What follows belongs to an exercise in optimizing a design on an open flow for small area and a short achievable clock period; a production flow would make more cautious choices.
RTL that was checked went through simulation tests only; none was proved equivalent to the original.
No activity file was given, so power comes from the tool's default toggle rates.

// qu_front_end
module qu_front_end (
    input  logic                          clk,
    input  logic                          rst_n,
    input  logic                          redirect,
    input  logic [qu_pkg::pc_w-1:0]       redirect_pc,
    output logic [qu_pkg::pc_w-1:0]       imem_addr,
    input  logic [qu_pkg::instr_w-1:0]    imem_data,
    output logic [qu_pkg::preg_w-1:0]     rf_rd1_addr,
    output logic [qu_pkg::preg_w-1:0]     rf_rd2_addr,
    input  logic [qu_pkg::instr_w-1:0]    rf_rd1_data,
    input  logic [qu_pkg::instr_w-1:0]    rf_rd2_data,
    input  logic                          wb_valid,
    input  logic [qu_pkg::preg_w-1:0]     wb_preg,
    input  logic                          free_valid,
    input  logic [qu_pkg::preg_w-1:0]     free_preg,
    input  logic                          rs_credit,
    output logic                          rs_valid,
    output logic [qu_pkg::rs_entry_w-1:0] rs_entry
);
clock: 5.0 ns
lec_check: 0
cap_margin: 20
core_margin: 2
core_utilization: 55
cts_cluster_diameter: 100
cts_cluster_size: 22
setup_slack_margin: 2.65
slew_margin: 20
buffer_ports_args: -inputs -buffer_cell sky130_fd_sc_hd__buf_1
pre_global_place_tcl: /design/flow/flow/pre_gpl.tcl
standard.sh (not shown) runs the stock make flow with config.mk's settings and CLKGATE_MAP_FILE= SYNTH_SCRIPT=/design/flow/synth_recipe.tcl, a recipe that flattens the netlist after the stock synthesis.
==> flow/flow/run.sh <==
#!/bin/bash
# Standard layout, with the port buffers chosen here: buf_1 on inputs and
# buf_2 on outputs, instead of the cell that buffer_ports picks by default.
set -euo pipefail
here=$(pwd)
cat > "$here/flow/pre_gpl.tcl" <<'TCL'
buffer_ports -outputs -buffer_cell sky130_fd_sc_hd__buf_2
TCL
cat >> config.mk <<EOC
export BUFFER_PORTS_ARGS = -inputs -buffer_cell sky130_fd_sc_hd__buf_1
export PRE_GLOBAL_PLACE_TCL = $here/flow/pre_gpl.tcl
EOC
bash standard.sh > standard_flow.log 2>&1
==> flow/flow/pre_gpl.tcl <==
buffer_ports -outputs -buffer_cell sky130_fd_sc_hd__buf_2
The starting point completed with no timing, DRC or antenna violations.
==> next run, changes <==
--- a/flow/config.mk
+++ b/flow/config.mk
@@ -13 +13 @@
-export SETUP_SLACK_MARGIN = 2.65
+export SETUP_SLACK_MARGIN = 2.8
Outcome: Combinational power came out higher by 9.6%; setup slack is worse by 120 ps; maximum frequency drops by 4.6%; power climbs by 2.5%; cell area increases by 2.7%; clock skew came out higher by 13 ps; clock-buffer cell count fell by 2; register-to-register slack gets worse by 80 ps; final cell count went up by 1.6%; via count grows by 1.5%; sequential power is about the same.
==> next run, changes <==
--- a/flow/config.mk
+++ b/flow/config.mk
@@ -10 +10 @@
-export CORE_UTILIZATION = 55
+export CORE_UTILIZATION = 58
@@ -13 +13 @@
-export SETUP_SLACK_MARGIN = 2.8
+export SETUP_SLACK_MARGIN = 2.6
Outcome:
- The new run completed with no timing, DRC or antenna violations
- total power goes down by 3.0%
- cell area goes down by 3.4%
- sequential cell count does not change
- synthesized cell count does not change
No run of this note included a check of the RTL's function; only the layout flow was run.

========
qu_front_end, a different RTL version from the one above (not shown whole).
For scale: roughly 3200 cells after synthesis, roughly 1000 flip-flops, ~370 I/O pins, roughly 42000 sq um of cells after synthesis.
// qu_front_end
module qu_front_end (
    input  logic                          clk,
    input  logic                          rst_n,
    input  logic                          redirect,
    input  logic [qu_pkg::pc_w-1:0]       redirect_pc,
    output logic [qu_pkg::pc_w-1:0]       imem_addr,
    input  logic [qu_pkg::instr_w-1:0]    imem_data,
    output logic [qu_pkg::preg_w-1:0]     rf_rd1_addr,
    output logic [qu_pkg::preg_w-1:0]     rf_rd2_addr,
    input  logic [qu_pkg::instr_w-1:0]    rf_rd1_data,
    input  logic [qu_pkg::instr_w-1:0]    rf_rd2_data,
    input  logic                          wb_valid,
    input  logic [qu_pkg::preg_w-1:0]     wb_preg,
    input  logic                          free_valid,
    input  logic [qu_pkg::preg_w-1:0]     free_preg,
    input  logic                          rs_credit,
    output logic                          rs_valid,
    output logic [qu_pkg::rs_entry_w-1:0] rs_entry
);
    localparam int np = qu_pkg::num_pregs;
    logic [31:0] pc;
    logic [6:0]  fd_opc;
    logic [2:0]  fd_f3;
    logic        fd_base;
    logic        fd_alt;
    logic        fd_op;
    logic        fd_opi;
    logic        fd_lui;
    logic [1:0]  fd_kind;
    assign imem_addr = pc;
    assign fd_opc = imem_data[6:0];
    assign fd_f3 = imem_data[14:12];
    assign fd_base = (imem_data[31:25] == qu_pkg::funct7_base);
    assign fd_alt = (imem_data[31:25] == qu_pkg::funct7_alt);
    assign fd_op = (fd_opc == qu_pkg::opc_op)
                   && (fd_base || (fd_alt && (fd_f3 == 3'b000 || fd_f3 == 3'b101)));
    assign fd_opi = (fd_opc == qu_pkg::opc_op_imm)
                    && ((fd_f3 == 3'b001) ? fd_base : (fd_f3 == 3'b101) ? (fd_base || fd_alt) : 1'b1);
    assign fd_lui = (fd_opc == qu_pkg::opc_lui);
  ...
export LEC_CHECK = 0
export CAP_MARGIN = 20
export CORE_MARGIN = 2
export CORE_UTILIZATION = 58
export CTS_CLUSTER_DIAMETER = 100
export CTS_CLUSTER_SIZE = 22
export SETUP_SLACK_MARGIN = 2.6
export SLEW_MARGIN = 20
export TNS_END_PERCENT = 20
export BUFFER_PORTS_ARGS = -buffer_cell sky130_fd_sc_hd__buf_2
create_clock -name core_clock -period 5.0 [get_ports {clk}]
==> flow/flow/run.sh <==
#!/bin/bash
# Standard layout, with the port buffers made from buf_2 cells instead of
# the buffer that buffer_ports picks by default.
set -euo pipefail
echo "export BUFFER_PORTS_ARGS = -buffer_cell sky130_fd_sc_hd__buf_2" >> config.mk
bash standard.sh > standard_flow.log 2>&1
The starting point completed with no timing, DRC or antenna violations.
Then changed:
==> flow/flow/run.sh (replaced) <==
#!/bin/bash
# Standard layout, with the port buffers chosen here: buf_1 on inputs and
# buf_2 on outputs, instead of the cell that buffer_ports picks by default.
set -euo pipefail
here=$(pwd)
cat > "$here/flow/pre_gpl.tcl" <<'TCL'
buffer_ports -outputs -buffer_cell sky130_fd_sc_hd__buf_2
TCL
cat >> config.mk <<EOC
export BUFFER_PORTS_ARGS = -inputs -buffer_cell sky130_fd_sc_hd__buf_1
export PRE_GLOBAL_PLACE_TCL = $here/flow/pre_gpl.tcl
EOC
bash standard.sh > standard_flow.log 2>&1
==> flow/flow/pre_gpl.tcl (new file) <==
buffer_ports -outputs -buffer_cell sky130_fd_sc_hd__buf_2
--- a/flow/config.mk
+++ b/flow/config.mk
@@ -15,2 +15,2 @@
-export TNS_END_PERCENT = 20
-export BUFFER_PORTS_ARGS = -buffer_cell sky130_fd_sc_hd__buf_2
+export BUFFER_PORTS_ARGS = -inputs -buffer_cell sky130_fd_sc_hd__buf_1
+export PRE_GLOBAL_PLACE_TCL = /design/flow/flow/pre_gpl.tcl
What happened:
- The new run completed with no timing, DRC or antenna violations
- setup slack degrades by 0.29 ns
- area after synthesis is unchanged
- first-iteration DRC count decreases by 12%
- cell count decreases by 3.0%

==> separate check: timing with driven ports <==
Ports are ideal in the flow. The routed layouts listed here were re-timed in OpenROAD. Step 1: set_driving_cell puts a clkbuf_16 on clk and a buf_2 on each other input, an assumption about the parent block. Step 2 moves the port delays by t, midway between the first and last clock arrival at a register: inputs arrive t later, outputs are due t later. That takes back most of the time a late clock gives input paths. Three values: ideal ports, drivers, drivers and shift; two values: the first two.
run	t (ns)	slack for setup (ns)	worst setup path after step 2	cell pins on the clock port's net
the first run of note 1	0.732	2.531 / 2.459 / 2.065	input to register	1
the second run of note 1	0.740	2.411 / 2.339 / 2.192	input to register	1
the third run of note 1	0.737	2.547 / 2.477 / 2.035	input to register	1
the first run of note 2	0.723	2.427 / 2.357 / 1.867	input to register	1
the second run of note 2	0.736	2.140 / 2.140 / 2.017	input to register	1
After both steps setup and hold are still met in every run listed. The setup slack of the first run of note 2, which loses most, moves by -0.070 ns with the drivers and by -0.560 ns with both steps.
